This design comes from an exercise in tuning for small area, a short achievable clock period and few clock cycles on the open sky130 flow, not from production work.
Only simulation tests tie the RTL to the original design; equivalence was not proved.
Power and IR drop assume default switching activity.

==> harbor <==
==> flow/design.v (excerpt) <==
module dense_polynomial_add_multiply
 #(
  parameter int MAX_DEGREE = 63
) (
  input  logic                  clk,
  input  logic                  rst,
  input  logic                  cmd_valid,
  output logic                  cmd_ready,
  input  logic [2:0]            cmd_func,
  input  logic [5:0]            cmd_exponent,
  input  logic [31:0]           cmd_coefficient,
  output logic                  result_valid,
  input  logic                  result_ready,
  output logic [5:0]            result_degree_index,
  output logic [31:0]           result_coefficient,
  output logic                  result_is_last,
  output logic [1:0]            result_error_code
);
==> flow/config.mk <==
export PLATFORM = sky130hd
export DESIGN_NAME = dense_polynomial_add_multiply
export DESIGN_NICKNAME = dense_polynomial_add_multiply
export VERILOG_FILES = /design/flow/design.v
export SDC_FILE = /design/flow/constraint.sdc
export NUM_CORES = 4
export LEC_CHECK = 0
export CAP_MARGIN = 20
export CORE_MARGIN = 2
export CORE_UTILIZATION = 55
export SETUP_SLACK_MARGIN = 4.7
export SLEW_MARGIN = 20
export TNS_END_PERCENT = 5
==> flow/constraint.sdc <==
create_clock -name core_clock -period 8.3 [get_ports {clk}]
set_input_delay 1.6600 -clock core_clock [delete_from_list [all_inputs] [get_ports {clk}]]
set_output_delay 1.6600 -clock core_clock [all_outputs]
set_load 0.01 [all_outputs]
run.sh (not shown) runs the stock make flow with config.mk's settings and CLKGATE_MAP_FILE= SYNTH_SCRIPT=/design/flow/synth_recipe.tcl, a recipe that flattens the netlist after the stock synthesis.
==> raven: changes against harbor <==
--- a/flow/design.v
+++ b/flow/design.v
@@ -7470,18 +7470,18 @@
   logic       sq_busy, sq_add, sq_err, sq_first, sq_wb;
   logic [5:0] sq_k, sq_s, sq_hi, sq_tgt, sq_da, sq_db, sq_rbase, sq_pa, sq_pb;
   logic [5:0] nx_lo, nx_hi, nx_pa, nx_pb;    
   logic [5:0] sq_pk2;       
   logic [5:0] sq_kb2;       
   logic [5:0] sq_dbb;       
   logic       d_vld, d_first, d_last, d_lastcmd, d_err, d_add, d_wb;
   logic [5:0] d_k, d_slot;   
-  logic [15:0] d_arow [4];   
-  logic [15:0] d_brow [4];
+  logic [3:0] d_arow [4];
+  logic [3:0] d_brow [4];
   logic [1:0] d_bsel;       
   logic [3:0] d_lane;
   logic [3:0] d_one_b;      
   logic [3:0] d_one_a;      
   logic        o_vld, o_first, o_last, o_lastcmd, o_err, o_wb;
   logic [5:0]  o_k, o_slot;
   logic [31:0] o_a  [4];
   logic [47:0] o_bd [4];
@@ -7615,32 +7615,24 @@
   assign lv_slot = d_slot;
   assign lv_bslot = d_k + (x_clr_busy ? bnew : bbase);
   always_ff @(posedge clk) begin
     for (int w = 0; w < 64; w++) begin
       if (a_we[w])                             a_mem[w] <= a_wd;
       if (x_ldb && eb_slot == 6'(w))           b_mem[w] <= e_coef;
     end
   end
-  logic [5:0] ahi, bhi, alo_q, ahi_q, blo_q, bhi_q;
-  logic       awrap, bwrap, awrap_q, bwrap_q;
+  logic [5:0] ahi, bhi;
+  logic       awrap, bwrap;
   assign {awrap, ahi} = {1'b0, abase} + {1'b0, front};
   assign {bwrap, bhi} = {1'b0, bnew} + {1'b0, front};
   always_ff @(posedge clk) begin
-    alo_q   <= abase;
-    ahi_q   <= ahi;
-    awrap_q <= awrap;
-    blo_q   <= bnew;
-    bhi_q   <= bhi;
-    bwrap_q <= bwrap;
-  end
-  always_comb begin
     for (int w = 0; w < 64; w++) begin
-      am_q[w] = awrap_q ? (6'(w) >= alo_q || 6'(w) < ahi_q) : (6'(w) >= alo_q && 6'(w) < ahi_q);
-      bm_q[w] = bwrap_q ? (6'(w) >= blo_q || 6'(w) < bhi_q) : (6'(w) >= blo_q && 6'(w) < bhi_q);
+      am_q[w] <= awrap ? (6'(w) >= abase || 6'(w) < ahi) : (6'(w) >= abase && 6'(w) < ahi);
+      bm_q[w] <= bwrap ? (6'(w) >= bnew  || 6'(w) < bhi) : (6'(w) >= bnew  && 6'(w) < bhi);
     end
   end
   always_ff @(posedge clk) begin
     if (rst) begin
       clr_pend <= 1'b0;
       clr_d    <= 1'b0;
     end else begin
       clr_d <= x_clr_busy;
@@ -7762,18 +7754,18 @@
       d_vld <= 1'b0;
     end else if (adv) begin
       d_vld <= sq_busy;
     end
   end
   always_ff @(posedge clk) begin
     if (adv) begin
       for (int b = 0; b < 4; b++) begin
-        d_arow[b] <= 16'(1) << (sq_pa[5:2] + ((2'(b) < sq_pa[1:0]) ? 4'd1 : 4'd0));
-        d_brow[b] <= 16'(1) << (sq_pb[5:2] - ((2'(b) > sq_pb[1:0]) ? 4'd1 : 4'd0));
+        d_arow[b] <= sq_pa[5:2] + ((2'(b) < sq_pa[1:0]) ? 4'd1 : 4'd0);
+        d_brow[b] <= sq_pb[5:2] - ((2'(b) > sq_pb[1:0]) ? 4'd1 : 4'd0);
       end
       for (int l = 0; l < 4; l++) begin
         logic [1:0] u;
         u = 2'(l) - sq_pa[1:0];
         d_lane[l]  <= !sq_err && (sq_add ? (u < 2'd2) : (6'(u) <= hs));
         d_one_b[l] <= sq_add && u == 2'd0;
         d_one_a[l] <= sq_add && u == 2'd1;
       end
@@ -7826,26 +7818,20 @@
   logic        ab_v [4];
   logic [31:0] bb_d [4];    
   logic        bb_v [4];
   logic [31:0] ra [4];      
   logic [31:0] rb [4];
   logic [47:0] rbd [4];     
   always_comb begin
     for (int b = 0; b < 4; b++) begin
-      ab_d[b] = '0;
-      ab_v[b] = 1'b0;
-      bb_d[b] = '0;
-      bb_v[b] = 1'b0;
-      for (int r = 0; r < 16; r++) begin
-        ab_d[b] = ab_d[b] | (a_mem[4*r+b] & {32{d_arow[b][r]}});
-        ab_v[b] = ab_v[b] | (a_vld[4*r+b] & d_arow[b][r]);
-        bb_d[b] = bb_d[b] | (b_mem[4*r+b] & {32{d_brow[b][r]}});
-        bb_v[b] = bb_v[b] | (b_vld[4*r+b] & d_brow[b][r]);
-      end
+      ab_d[b] = a_mem[{d_arow[b], 2'(b)}];
+      ab_v[b] = a_vld[{d_arow[b], 2'(b)}];
+      bb_d[b] = b_mem[{d_brow[b], 2'(b)}];
+      bb_v[b] = b_vld[{d_brow[b], 2'(b)}];
     end
   end
   always_comb begin
     for (int l = 0; l < 4; l++) begin
       logic [1:0] bbk;
       bbk = d_bsel - 2'(l);
       ra[l] = d_one_a[l] ? 32'd1 : (d_lane[l] && ab_v[l]) ? ab_d[l] : 32'd0;
       rb[l] = d_one_b[l] ? 32'd1 : (d_lane[l] && bb_v[bbk]) ? bb_d[bbk] : 32'd0;
--- a/flow/config.mk
+++ b/flow/config.mk
@@ -5,9 +5,8 @@
 export SDC_FILE = /design/flow/constraint.sdc
 export NUM_CORES = 4
 export LEC_CHECK = 0
 export CAP_MARGIN = 20
 export CORE_MARGIN = 2
 export CORE_UTILIZATION = 55
 export SETUP_SLACK_MARGIN = 4.7
 export SLEW_MARGIN = 20
-export TNS_END_PERCENT = 5
==> notes.md <==
- Inverters: about 1100
- Largest net degree at the start of global routing: around 130
- Setup bufs post-CTS: roughly 170
- Outcome: complete, no violations
- Area of the multi-input gates: about 94000 um2
- Share of cells above drive strength 1: 0.2150
- LEAKAGE: 0.1038 uW
- Hpwl dp: ~580000 um
- Register share of total power: 0.428
- Initial core utilization: 0.5518
the above is filed under raven

==> notes.md <==
- Initial core utilization: 0.5530
- Share of cells above drive strength 1: 0.1176
- Outcome: complete, no violations
- Hpwl dp: ~600000 um
- Area of the multi-input gates: roughly 86000 um2
- Register share of total power: 0.464
the above is filed under harbor

Testbench counts of harbor, summed over its fixed seeds: cycles 12,739.
Testbench counts of raven, summed over its fixed seeds: cycles 12,739.

* * *

==> build 92 <==
dense_polynomial_add_multiply, a different RTL version from the one above (not shown whole).
make LEC_CHECK=0 CAP_MARGIN=20 CORE_MARGIN=2 CORE_UTILIZATION=55 CTS_CLUSTER_DIAMETER=110 CTS_CLUSTER_SIZE=18 SETUP_SLACK_MARGIN=4.7 SLEW_MARGIN=20 finish   # period 8.3 ns
==> inputs of build 45, as changes to build 92 <==
Settings changed: CTS_CLUSTER_DIAMETER 110 to 120, CTS_CLUSTER_SIZE 18 to 22.
==> notes.md <==
- Build 45 finished but failed the layout checks on antenna violations. Build 92 passed the timing, DRC and antenna checks.
- Against build 92, the power of build 45 is smaller by 1.9%.
- Of build 92 and build 45, build 92 has the higher setup slack (gap 66 ps).
- Between build 45 and build 92, the lower non-clock buffer count is in build 92 (gap 4).
- First-iteration DRC count: build 45 is smaller than build 92 (2.3%).
==> figures <==
metric	build 45	build 92
Outcome	complete, but fails checks	complete, no violations
Violated checks	antenna violations	-
Cell depth of the worst setup path	8	7
Met2 routed wirelength	407.8 mm	408.7 mm
FILL cells	36074	35901
Static Leak	94.99 nW	95.61 nW
Multi-input logic portion of the cell area	30.48%	30.30%
Total chip power	0.05871 W	0.05986 W
Final Worst Setup Slack	4512 ps	4578 ps
Total power divided by cell area	209.9 nW/um^2	213.1 nW/um^2
Crit path launch	o_a[3][24]$_SDFFCE_PP0N_	d_brow[1][4]$_SDFFCE_PP0N_
Testbench counts of build 92, summed over its fixed seeds: cycles 12,739.
Testbench counts of build 45, summed over its fixed seeds: cycles 12,739.

* * *

==> inputs of run a <==
dense_polynomial_add_multiply, a different RTL version from the one above (not shown whole).
## dense_polynomial_add_multiply
module dense_polynomial_add_multiply
 #(
  parameter int MAX_DEGREE = 63
) (
  input  logic                  clk,
  input  logic                  rst,
  input  logic                  cmd_valid,
  output logic                  cmd_ready,
  input  logic [2:0]            cmd_func,
  input  logic [5:0]            cmd_exponent,
  input  logic [31:0]           cmd_coefficient,
  output logic                  result_valid,
  input  logic                  result_ready,
  output logic [5:0]            result_degree_index,
  output logic [31:0]           result_coefficient,
  output logic                  result_is_last,
  output logic [1:0]            result_error_code
);
Settings: LEC_CHECK=0, CAP_MARGIN=20, CORE_MARGIN=2, CORE_UTILIZATION=55, SETUP_SLACK_MARGIN=4.6, SLEW_MARGIN=20; clock period 8.3 ns.
==> run b (differences from run a) <==
--- a/flow/design.v
+++ b/flow/design.v
@@ -7930,93 +7930,122 @@
   logic [5:0]  e_exp;
   logic [5:0]  e_slot;      
   logic [31:0] e_coef;
   logic       sq_busy, sq_add, sq_err, sq_first, sq_wb;
   logic [5:0] sq_k, sq_s, sq_hi, sq_tgt, sq_da, sq_db, sq_rbase, sq_pa, sq_pb;
   logic [5:0] nx_lo, nx_hi, nx_pa, nx_pb;    
   logic [5:0] sq_pk2;       
   logic       d_vld, d_first, d_last, d_lastcmd, d_err, d_add, d_wb;
-  logic [5:0] d_k;
+  logic [5:0] d_k, d_slot;   
   logic [3:0] d_arow [4];
   logic [3:0] d_brow [4];
   logic [1:0] d_arot, d_brot;
   logic [3:0] d_lane;
   logic        o_vld, o_first, o_last, o_lastcmd, o_err, o_wb;
-  logic [5:0]  o_k;
+  logic [5:0]  o_k, o_slot;
   logic [31:0] o_a  [4];
   logic [47:0] o_bd [4];
   logic       p_vld, p_first, p_last, p_lastcmd, p_err, p_wb;    
-  logic [5:0] p_k;
+  logic [5:0] p_k, p_slot;
   logic       m_vld, m_first, m_last, m_lastcmd, m_err, m_wb;    
-  logic [5:0] m_k;
+  logic [5:0] m_k, m_slot;
   logic       c_vld, c_last, c_lastcmd, c_err, c_wb;             
-  logic [5:0] c_k;
+  logic [5:0] c_k, c_slot;
   logic       w_vld;
   logic [5:0] w_slot;
   logic       clr_pend;     
   logic       clr_d;        
   logic [63:0] am_q, bm_q;  
   logic        out_vld, out_last;
   logic [5:0]  out_idx;
   logic [31:0] out_coef;
   logic [1:0]  out_err;
   logic stall, adv;
   assign stall = out_vld && !result_ready;
   assign adv   = !stall;
-  logic       phase, wpend, e_exec;
-  logic       behind;
+  logic       phase, wpend, late_ok, e_exec;
+  logic       behind, behind_b;
+  logic [5:0] bshift;       
+  logic [5:0] bfront;       
+  logic       bfront_ok;    
   logic       x_clr, x_lda, x_ldb, x_add, x_mul, x_clr_busy;
   logic [5:0] front;
   logic [6:0] prod_deg;
   logic [5:0] abase_nxt, abase_mul;
   assign phase     = sq_busy || d_vld;
   assign front     = d_vld ? d_k : sq_k;
+  assign bfront    = front - bshift;
+  assign bfront_ok = front > bshift;
   always_ff @(posedge clk) begin
-    behind <= ((cmd_ready && cmd_valid) ? cmd_exponent : e_exp) < front;
+    behind   <= nxt_exp < front;
+    behind_b <= bfront_ok && nxt_exp < bfront;
   end
   assign wpend     = (d_vld && d_wb) || (o_vld && o_wb) || (p_vld && p_wb) ||
                      (m_vld && m_wb) || (c_vld && c_wb) || w_vld;
   assign prod_deg  = {1'b0, da} + {1'b0, db};
+  assign late_ok   = sq_tgt >= 6'd8;
   assign abase_mul = abase - db;
   assign abase_nxt = (x_mul && !prod_deg[6]) ? abase_mul : abase;
   always_comb begin
     e_exec = 1'b0;
     if (e_vld) begin
       unique case (e_func)
         dpam_pkg::FUNC_CLEAR:  e_exec = !phase || (!clr_pend && !sq_err);
-        dpam_pkg::FUNC_LOAD_A: e_exec = phase ? (clr_pend && behind) : !wpend;
-        dpam_pkg::FUNC_LOAD_B: e_exec = !phase || (clr_pend && sq_add && behind);
+        dpam_pkg::FUNC_LOAD_A: e_exec = !wpend && (!phase || (clr_pend && behind));
+        dpam_pkg::FUNC_LOAD_B: e_exec = !phase || (clr_pend && behind_b);
         dpam_pkg::FUNC_ADD,
-        dpam_pkg::FUNC_MUL:    e_exec = !phase && !wpend;
+        dpam_pkg::FUNC_MUL:    e_exec = !phase && (!wpend || late_ok);
         default:               e_exec = 1'b1;
       endcase
     end
   end
   assign x_clr      = e_exec && e_func == dpam_pkg::FUNC_CLEAR;
   assign x_lda      = e_exec && e_func == dpam_pkg::FUNC_LOAD_A;
   assign x_ldb      = e_exec && e_func == dpam_pkg::FUNC_LOAD_B;
   assign x_add      = e_exec && e_func == dpam_pkg::FUNC_ADD;
   assign x_mul      = e_exec && e_func == dpam_pkg::FUNC_MUL;
   assign x_clr_busy = x_clr && phase;
-  assign cmd_ready = !e_vld || e_exec;
+  logic        s_vld;
+  logic [2:0]  s_func;
+  logic [5:0]  s_exp;
+  logic [31:0] s_coef;
+  logic        take, e_free;
+  logic [2:0]  nxt_func;
+  logic [5:0]  nxt_exp;
+  logic [31:0] nxt_coef;
+  assign cmd_ready = !s_vld;
+  assign take      = cmd_valid && !s_vld;
+  assign e_free    = !e_vld || e_exec;
+  assign nxt_func  = e_free ? (s_vld ? s_func : cmd_func)        : e_func;
+  assign nxt_exp   = e_free ? (s_vld ? s_exp  : cmd_exponent)    : e_exp;
+  assign nxt_coef  = s_vld ? s_coef : cmd_coefficient;
   always_ff @(posedge clk) begin
     if (rst) begin
       e_vld <= 1'b0;
-    end else if (cmd_ready) begin
-      e_vld <= cmd_valid;
+      s_vld <= 1'b0;
+    end else if (e_free) begin
+      e_vld <= s_vld || take;
+      s_vld <= 1'b0;
+    end else if (take) begin
+      s_vld <= 1'b1;
     end
   end
   always_ff @(posedge clk) begin
-    if (cmd_ready && cmd_valid) begin
-      e_func <= cmd_func;
-      e_exp  <= cmd_exponent;
-      e_coef <= cmd_coefficient;
-      e_slot <= (x_mul && !prod_deg[6]) ? cmd_exponent + abase_mul
-                                        : cmd_exponent + abase;
+    if (take) begin
+      s_func <= cmd_func;
+      s_exp  <= cmd_exponent;
+      s_coef <= cmd_coefficient;
+    end
+    if (e_free) begin
+      e_func <= nxt_func;
+      e_exp  <= nxt_exp;
+      e_coef <= nxt_coef;
+      if (x_mul && !prod_deg[6]) e_slot <= s_vld ? s_exp + abase_mul : cmd_exponent + abase_mul;
+      else                       e_slot <= s_vld ? s_exp + abase     : cmd_exponent + abase;
     end
   end
   always_ff @(posedge clk) begin
     if (rst) begin
       da    <= '0;
       db    <= '0;
       abase <= '0;
     end else begin
@@ -8027,36 +8056,40 @@
       end
       if (x_lda && e_exp > da) da <= e_exp;
       if (x_ldb && e_exp > db) db <= e_exp;
       if (x_add && db > da) da <= db;
       if (x_mul && !prod_deg[6]) da <= prod_deg[5:0];
     end
   end
   logic        w_en, rd_adv, leave, ph_end, clr_act;
-  logic [5:0]  a_wslot, lv_slot;
+  logic [5:0]  a_wslot, lv_slot, lv_bslot;
+  logic        lv_bok;
   logic [31:0] a_wd;
-  assign w_en    = w_vld && !x_clr;
+  assign w_en    = w_vld && !kill_w;
   assign a_wslot = x_lda ? e_slot : w_slot;
   assign a_wd    = x_lda ? e_coef : out_coef;
   assign rd_adv  = d_vld && adv;
   assign clr_act = clr_pend || x_clr_busy;
   assign leave   = rd_adv && d_last && !d_err && clr_act;
   assign ph_end  = rd_adv && d_lastcmd;
-  assign lv_slot = d_k + abase;
+  assign lv_slot = d_slot;
+  assign bshift   = sq_add ? 6'd0 : sq_da;
+  assign lv_bok   = d_k >= bshift;
+  assign lv_bslot = d_k - bshift;
   always_ff @(posedge clk) begin
     for (int w = 0; w < 64; w++) begin
       if ((x_lda || w_en) && a_wslot == 6'(w)) a_mem[w] <= a_wd;
       if (x_ldb && e_exp == 6'(w))             b_mem[w] <= e_coef;
     end
   end
   always_ff @(posedge clk) begin
     for (int w = 0; w < 64; w++) begin
       am_q[w] <= 6'(6'(w) - abase) < front;
-      bm_q[w] <= 6'(w) < front;
+      bm_q[w] <= bfront_ok && 6'(w) < bfront;
     end
   end
   always_ff @(posedge clk) begin
     if (rst) begin
       clr_pend <= 1'b0;
       clr_d    <= 1'b0;
     end else begin
       clr_d <= x_clr_busy;
@@ -8076,23 +8109,23 @@
           a_vld[w] <= 1'b1;
         end else if ((clr_d && am_q[w]) || (leave && lv_slot == 6'(w))) begin
           a_vld[w] <= 1'b0;
         end
       end
     end
   end
   always_ff @(posedge clk) begin
-    if (rst || (x_clr && !phase) || (clr_act && ph_end && !d_add)) begin
+    if (rst || (x_clr && !phase)) begin
       b_vld <= '0;
     end else begin
       for (int w = 0; w < 64; w++) begin
         if (x_ldb && e_exp == 6'(w)) begin
           b_vld[w] <= 1'b1;
-        end else if ((sq_add && clr_d && bm_q[w]) || (d_add && leave && d_k == 6'(w))) begin
+        end else if ((clr_d && bm_q[w]) || (leave && lv_bok && lv_bslot == 6'(w))) begin
           b_vld[w] <= 1'b0;
         end
       end
     end
   end
   logic [5:0] hs;           
   logic       win_last;     
   logic       kdone;        
@@ -8190,32 +8223,53 @@
       d_arot    <= sq_pa[1:0];
       d_brot    <= sq_pb[1:0];
       d_first   <= sq_first;
       d_last    <= win_last;
       d_lastcmd <= win_last && kdone;
       d_err     <= sq_err;
       d_add     <= sq_add;
       d_k       <= sq_k;
+      d_slot    <= sq_k + abase;
     end
   end
+  logic cur_ph, d_ph, o_ph, p_ph, m_ph, c_ph, w_ph;
+  logic kill_o, kill_p, kill_m, kill_c, kill_w;
+  assign kill_o = x_clr && (!phase || o_ph == cur_ph);
+  assign kill_p = x_clr && (!phase || p_ph == cur_ph);
+  assign kill_m = x_clr && (!phase || m_ph == cur_ph);
+  assign kill_c = x_clr && (!phase || c_ph == cur_ph);
+  assign kill_w = x_clr && (!phase || w_ph == cur_ph);
   always_ff @(posedge clk) begin
-    if (x_clr) begin
-      d_wb <= 1'b0;
-      o_wb <= 1'b0;
-      p_wb <= 1'b0;
-      m_wb <= 1'b0;
-      c_wb <= 1'b0;
-    end else if (adv) begin
-      d_wb <= sq_wb;
-      o_wb <= d_wb;
-      p_wb <= o_wb;
-      m_wb <= p_wb;
-      c_wb <= m_wb;
+    if (rst) begin
+      cur_ph <= 1'b0;
+    end else if (x_add || x_mul) begin
+      cur_ph <= !cur_ph;
+    end
+  end
+  always_ff @(posedge clk) begin
+    if (adv) begin
+      d_wb <= sq_wb && !x_clr;
+      o_wb <= d_wb && !x_clr;
+      p_wb <= o_wb && !kill_o;
+      m_wb <= p_wb && !kill_p;
+      c_wb <= m_wb && !kill_m;
+      d_ph <= cur_ph;
+      o_ph <= d_ph;
+      p_ph <= o_ph;
+      m_ph <= p_ph;
+      c_ph <= m_ph;
+    end else begin
+      d_wb <= d_wb && !x_clr;
+      o_wb <= o_wb && !kill_o;
+      p_wb <= p_wb && !kill_p;
+      m_wb <= m_wb && !kill_m;
+      c_wb <= c_wb && !kill_c;
     end
+    w_ph <= c_ph;
   end
   logic [31:0] ab_d [4];    
   logic        ab_v [4];
   logic [31:0] bb_d [4];    
   logic        bb_v [4];
   logic [31:0] ra [4];      
   logic [31:0] rb [4];
   logic [47:0] rbd [4];     
@@ -8260,46 +8314,50 @@
       w_vld <= 1'b0;
     end else begin
       if (adv) begin
         o_vld <= d_vld;
         p_vld <= o_vld;
         m_vld <= p_vld;
         c_vld <= m_vld;
       end
-      w_vld <= adv && c_vld && c_last && c_wb && !x_clr;
+      w_vld <= adv && c_vld && c_last && c_wb && !kill_c;
     end
   end
   always_ff @(posedge clk) begin
     if (adv) begin
       o_first   <= d_first;
       o_last    <= d_last;
       o_lastcmd <= d_lastcmd;
       o_err     <= d_err;
       o_k       <= d_k;
+      o_slot    <= d_slot;
       for (int l = 0; l < 4; l++) begin
         o_a[l]  <= ra[l];
         o_bd[l] <= rbd[l];
       end
       p_first   <= o_first;
       p_last    <= o_last;
       p_lastcmd <= o_lastcmd;
       p_err     <= o_err;
       p_k       <= o_k;
+      p_slot    <= o_slot;
       m_first   <= p_first;
       m_last    <= p_last;
       m_lastcmd <= p_lastcmd;
       m_err     <= p_err;
       m_k       <= p_k;
+      m_slot    <= p_slot;
       c_last    <= m_last;
       c_lastcmd <= m_lastcmd;
       c_err     <= m_err;
       c_k       <= m_k;
+      c_slot    <= m_slot;
     end
-    w_slot <= c_k + abase;
+    w_slot <= c_slot;
   end
   logic [31:0] sum;
   dpam_mac u_mac (
     .clk    (clk),
     .en     (adv),
     .acc_en (adv && m_vld),
     .first  (m_first),
     .a0     (o_a[0]),  .a1  (o_a[1]),  .a2  (o_a[2]),  .a3  (o_a[3]),
- SETUP_SLACK_MARGIN: 4.6 -> 4.7
==> metrics.md <==
| Metric | Value |
|---|---|
| CTS sink cnt | `5688` |
| EDFF count, synth | `5367` |
| Place WS | `about 2.6 ns` |
| Seq/Total Area, Yosys | `62.51%` |
| Chip width | `~700 um` |
| Comb power frac | `13.5%` |
| Net Sw Frac | `a little over a quarter` |
| Worst-case reg-to-reg path depth | `6` |
| Setup crit start | `e_func[1]$_DFFE_PN_` |
| Vias in the first global route | `~160k` |
| ClkCell Share | `under 10%` |
| Post-Synthesis Cells | `16050` |
| Seq cells | `around 5700` |
| Design area | `about 0.3 mm^2` |
| Top post-synthesis cells by area | `edfxtp_1, mux4_2, fa_1` |
| Wire per inst | `39.03 um` |
| Outcome | `complete, no violations` |
the above is filed under run a

==> metrics.md <==
| Metric | Value |
|---|---|
| Design area | `0.3083 mm^2` |
| Outcome | `complete, no violations` |
| Net Sw Frac | `32.25%` |
| Setup crit start | `e_func[0]$_DFFE_PN_` |
| Top post-synthesis cells by area | `edfxtp_1, mux4_2, fa_1` |
| Place WS | `between 3 and 4 ns` |
| CTS sink cnt | `5768` |
| Vias in the first global route | `156500` |
the above is filed under run b

Testbench counts of run a, summed over its fixed seeds: cycles 13,327.
Testbench counts of run b, summed over its fixed seeds: cycles 12,999.

==> static timing again, ports no longer ideal <==
In the flow no input, the clock included, has a driving cell. The finished layouts below were timed again as built, in two steps.
Step 1: set_driving_cell puts a clkbuf_16 on clk and a buf_2 on each other input, an assumption about the parent block.
Step 2 moves the port delays by t, midway between the first and last clock arrival at a register: inputs arrive t later, outputs are due t later. That takes back most of the time a late clock gives input paths.
a / b / c = ideal / step 1 / step 2; a / b = the first two.
run | shift t [ns] | setup WS [ns] | hold slack, ns | latest minus earliest clock arrival (ns) | pins driven straight from the clock port
harbor | 1.221 | 4.369 / 4.323 / 3.453 | 0.340 / 0.340 / 0.340 | 0.079 / 0.078 | 1
raven | 1.194 | 4.405 / 4.405 / 3.530 | 0.345 / 0.345 / 0.345 | 0.134 / 0.134 | 1
build 92 | 1.129 | 4.578 / 4.578 / 3.760 | 0.345 / 0.345 / 0.345 | 0.102 / 0.102 | 1
build 45 | 1.124 | 4.512 / 4.512 / 3.732 | 0.348 / 0.348 / 0.348 | 0.080 / 0.079 | 1
run a | 1.201 | 4.328 / 4.208 / 3.571 | 0.415 / 0.415 / 0.415 | 0.091 / 0.090 | 1
run b | 1.185 | 4.518 / 4.518 / 3.573 | 0.339 / 0.339 / 0.339 | 0.091 / 0.091 | 1
For run b, which loses most, drivers alone change the setup slack by 0.000 ns; drivers and shift together by -0.945 ns.
